What follows belongs to an exercise in optimizing a design on an open flow for a short achievable clock period and few clock cycles per item; a production flow would make more cautious choices. Power and IR drop assume default switching activity.

==> inputs of 01-16 <==
==> flow/design.v <==
package mbp_pkg;
	localparam int ByteW      = 8;
	localparam int WordW      = 64;
	localparam int NumWords   = 7;
	localparam int LenW       = 6;
	localparam int CfgIdxW    = 3;
	localparam int MaxPattern = 56;
	localparam logic [ByteW-1:0] CH_COLON = 8'h3A;
	localparam logic [ByteW-1:0] CH_LF    = 8'h0A;
	localparam logic [ByteW-1:0] CH_CR    = 8'h0D;
	localparam logic [ByteW-1:0] CH_SPACE = 8'h20;
	localparam logic [2:0] KIND_DATA  = 3'd0;
	localparam logic [2:0] KIND_NAME  = 3'd1;
	localparam logic [2:0] KIND_VALUE = 3'd2;
	localparam logic [2:0] KIND_EOL   = 3'd3;
	localparam logic [2:0] KIND_END   = 3'd4;
	localparam int EntW = 3 + ByteW + 1 + LenW + 1;
endpackage
module mbp_dpath #(
	parameter int Depth = 32
) (
	input  logic                             clk,
	input  logic                             arst_n,
	input  logic [mbp_pkg::MaxPattern*8-1:0] pat,
	input  logic                             ent_valid,
	input  logic [mbp_pkg::EntW-1:0]         ent,
	input  logic                             out_stall,
	output logic                             in_stall,
	output logic                             out_valid,
	output logic [2:0]                       kind,
	output logic [7:0]                       out_byte,
	output logic                             last
);
	localparam int NP = mbp_pkg::MaxPattern;
	localparam int EW = mbp_pkg::EntW;
	localparam int CW = $clog2(Depth + 1);
	logic [EW-1:0]    slot_q [Depth];
	logic [Depth-1:0] wp_q, rp_q;
	logic [CW-1:0]    cnt_q;
	logic             full_q;
	logic          ov_q;
	logic [2:0]    ok_q;
	logic [7:0]    ob_q;
	logic          ol_q;
	logic          act_q;       
	logic [NP-1:0] rep_oh_q;    
	logic [5:0]    left_q;      
	logic          lz_q;        
	logic [7:0]    tail_q;      
	logic [EW-1:0] head;
	logic [7:0]    p_rep;
	always_comb begin
		head = '0;
		for (int i = 0; i < Depth; i++) head = head | ({EW{rp_q[i]}} & slot_q[i]);
		p_rep = '0;
		for (int i = 1; i < NP; i++) p_rep = p_rep | ({8{rep_oh_q[i]}} & pat[i*8 +: 8]);
	end
	logic [2:0] h_kind;
	logic [7:0] h_byte;
	logic       h_rep;
	logic [5:0] h_rep_m1;
	logic       h_rep_one;
	assign {h_kind, h_byte, h_rep, h_rep_m1, h_rep_one} = head;
	logic nonempty, adv, pop, push;
	assign nonempty = (cnt_q != '0);
	assign adv      = !ov_q || !out_stall;
	assign pop      = adv && !act_q && nonempty;
	assign push     = ent_valid;
	always_ff @(posedge clk) begin
		for (int i = 0; i < Depth; i++)
			if (push && wp_q[i]) slot_q[i] <= ent;
	end
	always_ff @(posedge clk or negedge arst_n) begin
		if (!arst_n) begin
			wp_q   <= Depth'(1);
			rp_q   <= Depth'(1);
			cnt_q  <= '0;
			full_q <= 1'b0;
		end else begin
			if (push) wp_q <= {wp_q[Depth-2:0], wp_q[Depth-1]};
			if (pop)  rp_q <= {rp_q[Depth-2:0], rp_q[Depth-1]};
			if (push && !pop)      cnt_q <= cnt_q + CW'(1);
			else if (!push && pop) cnt_q <= cnt_q - CW'(1);
			full_q <= (cnt_q >= CW'(Depth - 1)) || (push && (cnt_q >= CW'(Depth - 2)));
		end
	end
	assign in_stall = full_q;
	always_ff @(posedge clk or negedge arst_n) begin
		if (!arst_n) begin
			ov_q  <= 1'b0;
			act_q <= 1'b0;
		end else if (adv) begin
			if (act_q) begin
				ov_q <= 1'b1;
				if (lz_q) act_q <= 1'b0;
			end else if (nonempty) begin
				ov_q  <= 1'b1;
				act_q <= h_rep;
			end else begin
				ov_q <= 1'b0;
			end
		end
	end
	always_ff @(posedge clk or negedge arst_n) begin
		if (!arst_n) begin
			ok_q <= '0;
			ob_q <= '0;
			ol_q <= 1'b0;
		end else if (adv) begin
			if (act_q) begin
				ok_q <= mbp_pkg::KIND_DATA;
				ob_q <= lz_q ? tail_q : p_rep;
				ol_q <= lz_q;
			end else begin
				ok_q <= h_rep ? mbp_pkg::KIND_DATA : h_kind;
				ob_q <= h_rep ? pat[7:0] : h_byte;
				ol_q <= !h_rep;
			end
		end
	end
	always_ff @(posedge clk) begin
		if (adv) begin
			if (act_q) begin
				rep_oh_q <= rep_oh_q << 1;
				left_q   <= left_q - 6'd1;
				lz_q     <= (left_q == 6'd1);
			end else begin
				rep_oh_q <= NP'(2);
				left_q   <= h_rep_m1;
				lz_q     <= h_rep_one;
				tail_q   <= h_byte;
			end
		end
	end
	assign out_valid = ov_q;
	assign kind      = ok_q;
	assign out_byte  = ob_q;
	assign last      = ol_q;
endmodule
module mbp_ctrl (
	input  logic                             clk,
	input  logic                             arst_n,
	input  logic                             cfg_we,
	input  logic [mbp_pkg::CfgIdxW-1:0]      cfg_index,
	input  logic [mbp_pkg::WordW-1:0]        cfg_data,
	input  logic                             accept,
	input  logic [mbp_pkg::ByteW-1:0]        body_byte,
	output logic [mbp_pkg::MaxPattern*8-1:0] pat,
	output logic                             ent_valid,
	output logic [mbp_pkg::EntW-1:0]         ent
);
	localparam int NP = mbp_pkg::MaxPattern;
	logic [NP*8-1:0] pat_q;
	logic [5:0]      lm3_q;      
	logic            restart;
	logic [5:0] len_cl;
	always_comb begin
		len_cl = cfg_data[5:0];
		if (len_cl < 6'd7)  len_cl = 6'd7;
		if (len_cl > 6'd56) len_cl = 6'd56;
	end
	assign restart = cfg_we && (cfg_index == 3'd0);
	always_ff @(posedge clk or negedge arst_n) begin
		if (!arst_n) begin
			pat_q <= '0;
			lm3_q <= 6'd4;
		end else if (cfg_we) begin
			if (cfg_index == 3'd0) begin
				lm3_q <= len_cl - 6'd3;
			end else begin
				for (int w = 1; w < 8; w++)
					if (cfg_index == 3'(w)) pat_q[(w-1)*64 +: 64] <= cfg_data;
			end
		end
	end
	assign pat = pat_q;
	function automatic logic [7:0] pb(input int i);
		pb = pat_q[i*8 +: 8];
	endfunction
	localparam logic [3:0] PH_PRE = 4'b0001, PH_NAME = 4'b0010, PH_VALUE = 4'b0100, PH_DATA = 4'b1000;
	logic [3:0]    ph_q;
	logic          vs_q;
	logic [NP-1:0] m_oh_q;
	logic [5:0]    m_q;
	logic [7:0]    exp_q;      
	logic [7:0]    nxt_q;      
	logic          lst_q;      
	logic          nlst_q;     
	logic [7:0] p_m2;          
	always_comb begin
		p_m2 = '0;
		for (int i = 0; i + 2 < NP; i++) p_m2 = p_m2 | ({8{m_oh_q[i]}} & pb(i + 2));
	end
	logic hit, b_colon, b_lf, b_cr, b_space;
	assign hit     = (body_byte == exp_q);
	assign b_colon = (body_byte == mbp_pkg::CH_COLON);
	assign b_lf    = (body_byte == mbp_pkg::CH_LF);
	assign b_cr    = (body_byte == mbp_pkg::CH_CR);
	assign b_space = (body_byte == mbp_pkg::CH_SPACE);
	logic          ev_d;
	logic [2:0]    ek_d;
	logic [7:0]    eb_d;
	logic          er_d;
	logic [3:0]    ph_d;
	logic          vs_d;
	logic          adv_m, clr_m;
	always_comb begin
		ev_d  = 1'b0;
		ek_d  = mbp_pkg::KIND_DATA;
		eb_d  = body_byte;
		er_d  = 1'b0;
		ph_d  = ph_q;
		vs_d  = vs_q;
		adv_m = 1'b0;
		clr_m = 1'b0;
		if (accept) begin
			if (ph_q[0] || ph_q[3]) begin
				if (hit) begin
					if (lst_q) begin
						if (ph_q[3]) begin
							ev_d = 1'b1;
							ek_d = mbp_pkg::KIND_END;
							eb_d = 8'h00;
						end
						clr_m = 1'b1;
						vs_d  = 1'b0;
						ph_d  = PH_NAME;
					end else begin
						adv_m = 1'b1;
					end
				end else begin
					ev_d  = ph_q[3];
					er_d  = (m_q != 6'd0);
					clr_m = 1'b1;
				end
			end else if (ph_q[1]) begin
				if (b_colon) begin
					ph_d = PH_VALUE;
					vs_d = 1'b0;
				end else if (b_lf) begin
					ph_d = PH_DATA;
				end else if (!b_cr) begin
					ev_d = 1'b1;
					ek_d = mbp_pkg::KIND_NAME;
				end
			end else begin
				if (b_lf) begin
					ev_d = 1'b1;
					ek_d = mbp_pkg::KIND_EOL;
					eb_d = 8'h00;
					vs_d = 1'b0;
					ph_d = PH_NAME;
				end else if (b_cr || (b_space && !vs_q)) begin
				end else begin
					ev_d = 1'b1;
					ek_d = mbp_pkg::KIND_VALUE;
					vs_d = 1'b1;
				end
			end
		end
	end
	always_ff @(posedge clk or negedge arst_n) begin
		if (!arst_n) begin
			ph_q   <= PH_PRE;
			vs_q   <= 1'b0;
			m_oh_q <= NP'(1) << 2;
			m_q    <= 6'd2;
			exp_q  <= 8'h00;
			nxt_q  <= 8'h00;
			lst_q  <= 1'b0;
			nlst_q <= 1'b0;
		end else if (restart) begin
			ph_q   <= PH_PRE;
			vs_q   <= 1'b0;
			m_oh_q <= NP'(1) << 2;
			m_q    <= 6'd2;
			exp_q  <= pb(2);
			nxt_q  <= pb(3);
			lst_q  <= 1'b0;
			nlst_q <= 1'b0;
		end else begin
			ph_q <= ph_d;
			vs_q <= vs_d;
			if (adv_m) begin
				m_oh_q <= m_oh_q << 1;
				m_q    <= m_q + 6'd1;
				exp_q  <= nxt_q;
				nxt_q  <= p_m2;
				lst_q  <= nlst_q;
				nlst_q <= (m_q == lm3_q);
			end else if (clr_m) begin
				m_oh_q <= NP'(1);
				m_q    <= 6'd0;
				exp_q  <= pb(0);
				nxt_q  <= pb(1);
				lst_q  <= 1'b0;
				nlst_q <= 1'b0;
			end
		end
	end
	logic                     ev_q;
	logic [mbp_pkg::EntW-1:0] e_q;
	always_ff @(posedge clk or negedge arst_n) begin
		if (!arst_n) begin
			ev_q <= 1'b0;
		end else begin
			ev_q <= ev_d;
		end
	end
	always_ff @(posedge clk) begin
		e_q <= {ek_d, eb_d, er_d, 6'(m_q - 6'd1), (m_q == 6'd1)};
	end
	assign ent_valid = ev_q;
	assign ent       = e_q;
endmodule
module multipart_boundary_parser (
	input  logic                        clk,
	input  logic                        arst_n,
	input  logic                        cfg_we,
	input  logic [mbp_pkg::CfgIdxW-1:0] cfg_index,
	input  logic [mbp_pkg::WordW-1:0]   cfg_data,
	input  logic                        in_valid,
	output logic                        in_stall,
	input  logic [mbp_pkg::ByteW-1:0]   body_byte,
	output logic                        out_valid,
	input  logic                        out_stall,
	output logic [2:0]                  kind,
	output logic [mbp_pkg::ByteW-1:0]   out_byte,
	output logic                        last
);
	logic [mbp_pkg::MaxPattern*8-1:0] pat;
	logic                             ent_valid;
	logic [mbp_pkg::EntW-1:0]         ent;
	logic                             accept;
	assign accept = in_valid && !in_stall;
	mbp_ctrl u_ctrl (
		.clk       (clk),
		.arst_n    (arst_n),
		.cfg_we    (cfg_we),
		.cfg_index (cfg_index),
		.cfg_data  (cfg_data),
		.accept    (accept),
		.body_byte (body_byte),
		.pat       (pat),
		.ent_valid (ent_valid),
		.ent       (ent)
	);
	mbp_dpath u_dpath (
		.clk       (clk),
		.arst_n    (arst_n),
		.pat       (pat),
		.ent_valid (ent_valid),
		.ent       (ent),
		.out_stall (out_stall),
		.in_stall  (in_stall),
		.out_valid (out_valid),
		.kind      (kind),
		.out_byte  (out_byte),
		.last      (last)
	);
endmodule
==> flow/run.sh <==
#!/bin/bash
# synth_recipe.tcl (not shown) runs the flow's synth.tcl, then flattens the netlist and writes it again
# the make line also repeats each setting of config.mk as NAME=value (left out here)
make -C /OpenROAD-flow-scripts/flow DESIGN_CONFIG=/design/flow/config.mk WORK_HOME=/design/flow/orfs CLKGATE_MAP_FILE= SYNTH_SCRIPT=/design/flow/synth_recipe.tcl finish
==> flow/config.mk <==
export PLATFORM = sky130hd
export DESIGN_NAME = multipart_boundary_parser
export DESIGN_NICKNAME = multipart_boundary_parser
export VERILOG_FILES = /design/flow/design.v
export SDC_FILE = /design/flow/constraint.sdc
export NUM_CORES = 4
export LEC_CHECK = 0
export ABC_CLOCK_PERIOD_IN_PS = 2000
export CAP_MARGIN = 20
export CORE_MARGIN = 2
export CORE_UTILIZATION = 40
export SETUP_SLACK_MARGIN = 3.4
export SLEW_MARGIN = 20
==> flow/constraint.sdc <==
create_clock -name core_clock -period 5.5 [get_ports {clk}]
set_input_delay 1.1000 -clock core_clock [delete_from_list [all_inputs] [get_ports {clk}]]
set_output_delay 1.1000 -clock core_clock [all_outputs]
set_load 0.01 [all_outputs]
==> inputs of 10-05, as changes to 01-16 <==
==> flow/design.v, changed modules only <==
module mbp_dpath #(
	parameter int Depth = 16
) (
	input  logic                             clk,
	input  logic                             arst_n,
	input  logic [mbp_pkg::MaxPattern*8-1:0] pat,
	input  logic                             ent_valid,
	input  logic [mbp_pkg::EntW-1:0]         ent,
	input  logic                             out_stall,
	output logic                             in_stall,
	output logic                             out_valid,
	output logic [2:0]                       kind,
	output logic [7:0]                       out_byte,
	output logic                             last
);
	localparam int NP = mbp_pkg::MaxPattern;
	localparam int EW = mbp_pkg::EntW;
	logic [EW-1:0]    slot_q [Depth];
	logic [Depth-1:0] wp_q, rp_q;
	logic [Depth-1:0] occ_q;     
	logic             full_q;
	logic          ov_q;
	logic [2:0]    ok_q;
	logic [7:0]    ob_q;
	logic          ol_q;
	logic          act_q;       
	logic [NP-1:0] rep_oh_q;    
	logic [7:0]    pr_q;        
	logic [5:0]    left_q;      
	logic          lz_q;        
	logic [7:0]    tail_q;      
	logic [EW-1:0] head;
	logic [7:0]    p_rep1;      
	always_comb begin
		head = '0;
		for (int i = 0; i < Depth; i++) head = head | ({EW{rp_q[i]}} & slot_q[i]);
		p_rep1 = '0;
		for (int i = 1; i + 1 < NP; i++) p_rep1 = p_rep1 | ({8{rep_oh_q[i]}} & pat[(i+1)*8 +: 8]);
	end
	logic [2:0] h_kind;
	logic [7:0] h_byte;
	logic       h_rep;
	logic [5:0] h_rep_m1;
	logic       h_rep_one;
	assign {h_kind, h_byte, h_rep, h_rep_m1, h_rep_one} = head;
	logic nonempty, adv, pop, push;
	assign nonempty = occ_q[0];
	assign adv      = !ov_q || !out_stall;
	assign pop      = adv && !act_q && nonempty;
	assign push     = ent_valid;
	always_ff @(posedge clk) begin
		for (int i = 0; i < Depth; i++)
			if (push && wp_q[i]) slot_q[i] <= ent;
	end
	always_ff @(posedge clk or negedge arst_n) begin
		if (!arst_n) begin
			wp_q   <= Depth'(1);
			rp_q   <= Depth'(1);
			occ_q  <= '0;
			full_q <= 1'b0;
		end else begin
			if (push) wp_q <= {wp_q[Depth-2:0], wp_q[Depth-1]};
			if (pop)  rp_q <= {rp_q[Depth-2:0], rp_q[Depth-1]};
			if (push && !pop)      occ_q <= {occ_q[Depth-2:0], 1'b1};
			else if (!push && pop) occ_q <= {1'b0, occ_q[Depth-1:1]};
			full_q <= occ_q[Depth-2] || (push && occ_q[Depth-3]);
		end
	end
	assign in_stall = full_q;
	always_ff @(posedge clk or negedge arst_n) begin
		if (!arst_n) begin
			ov_q  <= 1'b0;
			act_q <= 1'b0;
		end else if (adv) begin
			if (act_q) begin
				ov_q <= 1'b1;
				if (lz_q) act_q <= 1'b0;
			end else if (nonempty) begin
				ov_q  <= 1'b1;
				act_q <= h_rep;
			end else begin
				ov_q <= 1'b0;
			end
		end
	end
	always_ff @(posedge clk or negedge arst_n) begin
		if (!arst_n) begin
			ok_q <= '0;
			ob_q <= '0;
			ol_q <= 1'b0;
		end else if (adv) begin
			if (act_q) begin
				ok_q <= mbp_pkg::KIND_DATA;
				ob_q <= lz_q ? tail_q : pr_q;
				ol_q <= lz_q;
			end else begin
				ok_q <= h_rep ? mbp_pkg::KIND_DATA : h_kind;
				ob_q <= h_rep ? pat[7:0] : h_byte;
				ol_q <= !h_rep;
			end
		end
	end
	always_ff @(posedge clk) begin
		if (adv) begin
			if (act_q) begin
				rep_oh_q <= rep_oh_q << 1;
				pr_q     <= p_rep1;
				left_q   <= left_q - 6'd1;
				lz_q     <= (left_q == 6'd1);
			end else begin
				rep_oh_q <= NP'(2);
				pr_q     <= pat[15:8];
				left_q   <= h_rep_m1;
				lz_q     <= h_rep_one;
				tail_q   <= h_byte;
			end
		end
	end
	assign out_valid = ov_q;
	assign kind      = ok_q;
	assign out_byte  = ob_q;
	assign last      = ol_q;
endmodule
module mbp_ctrl (
	input  logic                             clk,
	input  logic                             arst_n,
	input  logic                             cfg_we,
	input  logic [mbp_pkg::CfgIdxW-1:0]      cfg_index,
	input  logic [mbp_pkg::WordW-1:0]        cfg_data,
	input  logic                             accept,
	input  logic [mbp_pkg::ByteW-1:0]        body_byte,
	output logic [mbp_pkg::MaxPattern*8-1:0] pat,
	output logic                             ent_valid,
	output logic [mbp_pkg::EntW-1:0]         ent
);
	localparam int NP = mbp_pkg::MaxPattern;
	logic [NP*8-1:0] pat_q;
	logic [5:0]      lm3_q;      
	logic            restart;
	logic [5:0] len_cl;
	always_comb begin
		len_cl = cfg_data[5:0];
		if (len_cl < 6'd7)  len_cl = 6'd7;
		if (len_cl > 6'd56) len_cl = 6'd56;
	end
	assign restart = cfg_we && (cfg_index == 3'd0);
	always_ff @(posedge clk or negedge arst_n) begin
		if (!arst_n) begin
			pat_q <= '0;
			lm3_q <= 6'd4;
		end else if (cfg_we) begin
			if (cfg_index == 3'd0) begin
				lm3_q <= len_cl - 6'd3;
			end else begin
				for (int w = 1; w < 8; w++)
					if (cfg_index == 3'(w)) pat_q[(w-1)*64 +: 64] <= cfg_data;
			end
		end
	end
	assign pat = pat_q;
	function automatic logic [7:0] pb(input int i);
		pb = pat_q[i*8 +: 8];
	endfunction
	localparam logic [3:0] PH_PRE = 4'b0001, PH_NAME = 4'b0010, PH_VALUE = 4'b0100, PH_DATA = 4'b1000;
	logic [3:0]    ph_q;
	logic          vs_q;
	logic          adv_q;      
	logic          clr_q;      
	logic [NP-1:0] m_oh_q;
	logic [5:0]    m_q;
	logic [7:0]    pe_q;       
	logic [7:0]    pa_q;       
	logic          le_q;       
	logic          la_q;       
	logic [NP-1:0] m_oh;
	logic [5:0]    m_cur;
	logic [7:0]    exp_b;      
	logic          lst;        
	always_comb begin
		if (adv_q) begin
			m_oh  = m_oh_q << 1;
			m_cur = m_q + 6'd1;
			exp_b = pa_q;
			lst   = la_q;
		end else if (clr_q) begin
			m_oh  = NP'(1);
			m_cur = 6'd0;
			exp_b = pb(0);
			lst   = 1'b0;
		end else begin
			m_oh  = m_oh_q;
			m_cur = m_q;
			exp_b = pe_q;
			lst   = le_q;
		end
	end
	logic [7:0] p_q2;          
	logic [7:0] p_nx;          
	logic       l_nx;          
	always_comb begin
		p_q2 = '0;
		for (int i = 0; i + 2 < NP; i++) p_q2 = p_q2 | ({8{m_oh_q[i]}} & pb(i + 2));
		if (adv_q) begin
			p_nx = p_q2;
			l_nx = (m_q == lm3_q);
		end else if (clr_q) begin
			p_nx = pb(1);
			l_nx = 1'b0;
		end else begin
			p_nx = pa_q;
			l_nx = la_q;
		end
	end
	logic hit, b_colon, b_lf, b_cr, b_space;
	assign hit     = (body_byte == exp_b);
	assign b_colon = (body_byte == mbp_pkg::CH_COLON);
	assign b_lf    = (body_byte == mbp_pkg::CH_LF);
	assign b_cr    = (body_byte == mbp_pkg::CH_CR);
	assign b_space = (body_byte == mbp_pkg::CH_SPACE);
	logic          ev_d;
	logic [2:0]    ek_d;
	logic [7:0]    eb_d;
	logic          er_d;
	logic [3:0]    ph_d;
	logic          vs_d;
	logic          adv_m, clr_m;
	always_comb begin
		ev_d  = 1'b0;
		ek_d  = mbp_pkg::KIND_DATA;
		eb_d  = body_byte;
		er_d  = 1'b0;
		ph_d  = ph_q;
		vs_d  = vs_q;
		adv_m = 1'b0;
		clr_m = 1'b0;
		if (accept) begin
			if (ph_q[0] || ph_q[3]) begin
				if (hit) begin
					if (lst) begin
						if (ph_q[3]) begin
							ev_d = 1'b1;
							ek_d = mbp_pkg::KIND_END;
							eb_d = 8'h00;
						end
						clr_m = 1'b1;
						vs_d  = 1'b0;
						ph_d  = PH_NAME;
					end else begin
						adv_m = 1'b1;
					end
				end else begin
					ev_d  = ph_q[3];
					er_d  = (m_cur != 6'd0);
					clr_m = 1'b1;
				end
			end else if (ph_q[1]) begin
				if (b_colon) begin
					ph_d = PH_VALUE;
					vs_d = 1'b0;
				end else if (b_lf) begin
					ph_d = PH_DATA;
				end else if (!b_cr) begin
					ev_d = 1'b1;
					ek_d = mbp_pkg::KIND_NAME;
				end
			end else begin
				if (b_lf) begin
					ev_d = 1'b1;
					ek_d = mbp_pkg::KIND_EOL;
					eb_d = 8'h00;
					vs_d = 1'b0;
					ph_d = PH_NAME;
				end else if (b_cr || (b_space && !vs_q)) begin
				end else begin
					ev_d = 1'b1;
					ek_d = mbp_pkg::KIND_VALUE;
					vs_d = 1'b1;
				end
			end
		end
	end
	always_ff @(posedge clk or negedge arst_n) begin
		if (!arst_n) begin
			ph_q   <= PH_PRE;
			vs_q   <= 1'b0;
			adv_q  <= 1'b0;
			clr_q  <= 1'b0;
			m_oh_q <= NP'(1) << 2;
			m_q    <= 6'd2;
			pe_q   <= 8'h00;
			pa_q   <= 8'h00;
			le_q   <= 1'b0;
			la_q   <= 1'b0;
		end else if (restart) begin
			ph_q   <= PH_PRE;
			vs_q   <= 1'b0;
			adv_q  <= 1'b0;
			clr_q  <= 1'b0;
			m_oh_q <= NP'(1) << 2;
			m_q    <= 6'd2;
			pe_q   <= pb(2);
			pa_q   <= pb(3);
			le_q   <= 1'b0;
			la_q   <= 1'b0;
		end else begin
			ph_q   <= ph_d;
			vs_q   <= vs_d;
			adv_q  <= adv_m;
			clr_q  <= clr_m;
			m_oh_q <= m_oh;
			m_q    <= m_cur;
			pe_q   <= exp_b;
			pa_q   <= p_nx;
			le_q   <= lst;
			la_q   <= l_nx;
		end
	end
	logic                     ev_q;
	logic [mbp_pkg::EntW-1:0] e_q;
	always_ff @(posedge clk or negedge arst_n) begin
		if (!arst_n) begin
			ev_q <= 1'b0;
		end else begin
			ev_q <= ev_d;
		end
	end
	always_ff @(posedge clk) begin
		e_q <= {ek_d, eb_d, er_d, 6'(m_cur - 6'd1), (m_cur == 6'd1)};
	end
	assign ent_valid = ev_q;
	assign ent       = e_q;
endmodule
--- a/flow/config.mk
+++ b/flow/config.mk
@@ -9,5 +9,5 @@
 export CAP_MARGIN = 20
 export CORE_MARGIN = 2
-export CORE_UTILIZATION = 40
+export CORE_UTILIZATION = 50
 export SETUP_SLACK_MARGIN = 3.4
 export SLEW_MARGIN = 20
==> notes.md <==
Between 10-05 and 01-16, the lower core utilization is in 01-16 (gap 12 points). Of 01-16 and 10-05, 01-16 has the higher via count (gap 22%, measured against 10-05). In 10-05 the combinational power is smaller than in 01-16, by about 9%. Between 01-16 and 10-05, the lower worst setup slack is in 01-16 (gap 0.27 ns). Against 01-16, the die area of 10-05 is smaller by about 36%. Clock-buffer cell count: 01-16 is higher than 10-05 (60).
No functional check of the RTL was part of any run of this note.

## separate check: timing with driven ports
No port has a modelled driver above. Below, the same layouts with a new extraction and two added sets of constraints.
Step 1, drivers: a clkbuf_16 drives clk and a buf_2 each remaining input, both assumed.
Step 2 times the ports against the registers' clock, not the clock port: input delays grow and output delays shrink by t, the midpoint of the rising clock arrivals with the driver on.
Three values: no drivers, after step 1, after step 2; two values: the first two.
| run | shift t [ns] | slack for setup (ns) | worst setup path at the end |
|---|---|---|---|
| 01-16 | 0.878 | 2.857 / 2.774 / 2.335 | input to register |
| 10-05 | 0.768 | 3.128 / 3.058 / 2.556 | input to register |
After both steps setup and hold are still met in every run listed. For 10-05, which loses most, drivers alone change the setup slack by -0.070 ns; drivers and shift together by -0.572 ns.
